Source: an optimization exercise on an open RTL-to-GDS flow (aim: small area, a short achievable clock period and few clock cycles per item). Production flows keep margins and buffers that such runs may drop.
Where RTL was checked, it was by simulation tests only, not by an equivalence proof against the original.

==> v5: inputs <==
## gregorian_day_number_convert_top
module gregorian_day_number_convert_top (
    input  logic         clk,
    input  logic         rst_n,
    input  logic         req_valid,
    output logic         req_ready,
    input  logic         req_type,
    input  logic [13:0]  year_in,
    input  logic [3:0]   month_in,
    input  logic [4:0]   day_in,
    input  logic [21:0]  number_in,
    output logic         rsp_valid,
    input  logic         rsp_ready,
    output logic [21:0]  number_out,
    output logic [13:0]  year_out,
    output logic [3:0]   month_out,
    output logic [4:0]   day_out,
    output logic         range_error
);
Settings: LEC_CHECK=0, CAP_MARGIN=20, CORE_MARGIN=2, CORE_UTILIZATION=40, SLEW_MARGIN=20; clock period 9.0 ns.
run.sh (not shown) runs the stock make flow with config.mk's settings and CLKGATE_MAP_FILE= SYNTH_SCRIPT=/design/flow/synth_recipe.tcl, a recipe that flattens the netlist after the stock synthesis.
==> inputs of v26, as changes to v5 <==
- SETUP_SLACK_MARGIN: default -> 3.0
==> comparison table <==
item                                                                            v26           v5
Req. time, crit path                                                        9.10 ns      9.09 ns
Cell Area, Placed                                                       14450 sq um  14330 sq um
Share of the clock period used by the worst path                             0.6965       0.8233
Wire length on met3                                                         1001 um       800 um
CTS clk-pin slew, worst paths                                               0.07 ns      0.06 ns
Global-route track usage on met2                                             0.3162       0.3063
Result of the run                                  no timing/DRC/antenna violations  no timing/DRC/antenna violations
Post-layout minimum cycle time                                             6.269 ns     7.410 ns
Total wirelength of the detailed-routed design                             28860 um     27860 um
Worst-Margin Slew                                                         0.9961 ns    0.9041 ns
Final core utilization                                                       0.4872       0.4638
Count of routing violations after the opening detailed-route iteration          495          378
Final hold slack                                                          0.4610 ns    0.4597 ns
Arrival @ worst endpoint                                                    6.37 ns      7.50 ns
Levels on crit path                                                              24           25
RSZ-0062 raised after global routing                                           true        false
No run of this note included a check of the RTL's function; only the layout flow was run.

---

==> inputs of run E <==
gregorian_day_number_convert_top, a different RTL version from the one above (not shown whole).
Settings: LEC_CHECK=0, CAP_MARGIN=20, CORE_MARGIN=2, CORE_UTILIZATION=60, CTS_BUF_LIST=sky130_fd_sc_hd__clkbuf_4 sky130_fd_sc_hd__clkbuf_8, CTS_CLUSTER_SIZE=40, PLACE_DENSITY=0.75, SETUP_SLACK_MARGIN=4.4, SLEW_MARGIN=20; clock period 9.0 ns.
==> inputs of run P, as changes to run E <==
--- a/flow/design.v
+++ b/flow/design.v
@@ -902,36 +902,38 @@
     always_ff @(posedge clk)
     begin
         if (en)
         begin
             s4_typ_reg <= s3_typ_reg;
             s4_err_reg <= s3_err_reg;
             s4_leap_reg <= m_leap;
             s4_yh_reg <= s3_y_reg[13:12];
-            s4_p_reg <= s3_typ_reg ? {s3_y_reg[11:0], m_z[9:0]} : m_z;
+            s4_p_reg <= s3_typ_reg ? {s3_y_reg[11:0], ~m_z[9:0]} : m_z;
         end
     end
     logic        e_back;
     logic [9:0]  e_dd;
     logic        e_wrap;
     logic [8:0]  e_d;
     logic [11:0] e_ge;
     logic [11:0] e_m;
     logic [4:0]  e_k;
     logic [3:0]  e_month;
     logic [4:0]  e_day;
     logic [13:0] e_y;
+    logic [13:0] e_yp;
+    logic [13:0] e_ym;
     logic [13:0] e_year;
     always_comb
     begin
-        e_back = !s4_p_reg[9];
-        e_dd = ~s4_p_reg[9:0];
+        e_back = s4_p_reg[9];
+        e_dd = s4_p_reg[9:0];
         e_d = e_dd[8:0] + (e_back ? 9'd365 + 9'(s4_leap_reg) : 9'd0);
-        e_wrap = e_back ? (e_dd[8:0] >= (s4_leap_reg ? 9'd452 : 9'd453))
+        e_wrap = e_back ? ($signed(e_dd) >= (s4_leap_reg ? -10'sd60 : -10'sd59))
                         : (e_dd >= 10'd306);
         for (int k = 0; k < 12; k++)
         begin
             e_ge[k] = (e_d >= gdn_pkg::month_offset(4'(k)));
         end
         for (int k = 0; k < 11; k++)
         begin
             e_m[k] = e_ge[k] && !e_ge[k + 1];
@@ -941,17 +943,30 @@
         e_month = 4'd0;
         for (int k = 0; k < 12; k++)
         begin
             e_k = e_k | ({5{e_m[k]}} & 5'(9'd1 - gdn_pkg::month_offset(4'(k))));
             e_month = e_month | ({4{e_m[k]}} & 4'((k + 2) % 12 + 1));
         end
         e_day = e_d[4:0] + e_k;
         e_y = {s4_yh_reg, s4_p_reg[21:10]};
-        e_year = e_y + {{13{e_back && !e_wrap}}, e_back != e_wrap};
+        e_yp = e_y + 14'd1;
+        e_ym = e_y - 14'd1;
+        if (e_wrap == e_back)
+        begin
+            e_year = e_y;
+        end
+        else if (e_wrap)
+        begin
+            e_year = e_yp;
+        end
+        else
+        begin
+            e_year = e_ym;
+        end
     end
     always_ff @(posedge clk)
     begin
         if (en)
         begin
             s5_num_reg <= !s4_typ_reg && !s4_err_reg;
             s5_date_reg <= s4_typ_reg && !s4_err_reg;
             s5_err_reg <= s4_err_reg;
==> inputs of run D, as changes to run E <==
--- a/flow/design.v
+++ b/flow/design.v
@@ -902,34 +902,36 @@
     always_ff @(posedge clk)
     begin
         if (en)
         begin
             s4_typ_reg <= s3_typ_reg;
             s4_err_reg <= s3_err_reg;
             s4_leap_reg <= m_leap;
             s4_yh_reg <= s3_y_reg[13:12];
-            s4_p_reg <= s3_typ_reg ? {s3_y_reg[11:0], m_z[9:0]} : m_z;
+            s4_p_reg <= s3_typ_reg ? {s3_y_reg[11:0], ~m_z[9:0]} : m_z;
         end
     end
     logic        e_back;
     logic [9:0]  e_dd;
     logic        e_wrap;
     logic [8:0]  e_d;
     logic [11:0] e_ge;
     logic [11:0] e_m;
     logic [4:0]  e_k;
     logic [3:0]  e_month;
     logic [4:0]  e_day;
     logic [13:0] e_y;
+    logic [13:0] e_yp;
+    logic [13:0] e_ym;
     logic [13:0] e_year;
     always_comb
     begin
-        e_back = !s4_p_reg[9];
-        e_dd = ~s4_p_reg[9:0];
+        e_back = s4_p_reg[9];
+        e_dd = s4_p_reg[9:0];
         e_d = e_dd[8:0] + (e_back ? 9'd365 + 9'(s4_leap_reg) : 9'd0);
         e_wrap = e_back ? (e_dd[8:0] >= (s4_leap_reg ? 9'd452 : 9'd453))
                         : (e_dd >= 10'd306);
         for (int k = 0; k < 12; k++)
         begin
             e_ge[k] = (e_d >= gdn_pkg::month_offset(4'(k)));
         end
         for (int k = 0; k < 11; k++)
@@ -941,17 +943,30 @@
         e_month = 4'd0;
         for (int k = 0; k < 12; k++)
         begin
             e_k = e_k | ({5{e_m[k]}} & 5'(9'd1 - gdn_pkg::month_offset(4'(k))));
             e_month = e_month | ({4{e_m[k]}} & 4'((k + 2) % 12 + 1));
         end
         e_day = e_d[4:0] + e_k;
         e_y = {s4_yh_reg, s4_p_reg[21:10]};
-        e_year = e_y + {{13{e_back && !e_wrap}}, e_back != e_wrap};
+        e_yp = e_y + 14'd1;
+        e_ym = e_y - 14'd1;
+        if (e_wrap == e_back)
+        begin
+            e_year = e_y;
+        end
+        else if (e_wrap)
+        begin
+            e_year = e_yp;
+        end
+        else
+        begin
+            e_year = e_ym;
+        end
     end
     always_ff @(posedge clk)
     begin
         if (en)
         begin
             s5_num_reg <= !s4_typ_reg && !s4_err_reg;
             s5_date_reg <= s4_typ_reg && !s4_err_reg;
             s5_err_reg <= s4_err_reg;
==> summary.txt <==
In run P the via count is larger than in run E, by 5.7%. Between run E and run D, the lower register-to-register slack is in run D (gap 0.14 ns). Routed wire length: run P > run D > run E. Between run D and run E, the lower die area is in run E (gap about 0.8%, measured against run E). Of run P and run D, run P has the higher worst setup slack (gap 0.078 ns).
Testbench counts of run E, summed over its fixed seeds: cycles 12,040, items 12,000.
Testbench counts of run D, summed over its fixed seeds: cycles 12,040, items 12,000.
For run P, only the layout was checked, not whether the RTL still works.

-- static timing again, ports no longer ideal --
How much do the figures lean on ideal ports? The routed layouts below were timed once more, with nothing changed but the port constraints.
Step 1 (the two cells are an assumption about what drives the block):
set clk [get_ports {clk}]
set_driving_cell -lib_cell sky130_fd_sc_hd__clkbuf_16 $clk
set_driving_cell -lib_cell sky130_fd_sc_hd__buf_2 [delete_from_list [all_inputs] $clk]
Step 2 also shifts input and output timing later by t, the mid clock arrival at the registers, as if the neighbouring blocks saw the same clock.
Slacks: ideal ports / drivers / drivers and shift; pairs: ideal ports / drivers.
| run | t, ns | setup WS [ns] | worst hold slack (ns) | cell pins on the clock port's net |
|---|---|---|---|---|
| v5 | 0.389 | 1.590 / 1.590 / 1.590 | 0.460 / 0.460 / 0.460 | 1 |
| v26 | 0.395 | 2.731 / 2.731 / 2.731 | 0.461 / 0.461 / 0.461 | 1 |
| run E | 0.503 | 4.498 / 4.498 / 4.059 | 0.426 / 0.426 / 0.426 | 1 |
| run P | 0.506 | 4.437 / 4.437 / 4.195 | 0.426 / 0.426 / 0.426 | 1 |
| run D | 0.517 | 4.359 / 4.359 / 4.119 | 0.430 / 0.430 / 0.430 | 1 |
After both steps setup and hold are still met in every run listed. The setup slack of run E, which loses most, moves by 0.000 ns with the drivers and by -0.439 ns with both steps.
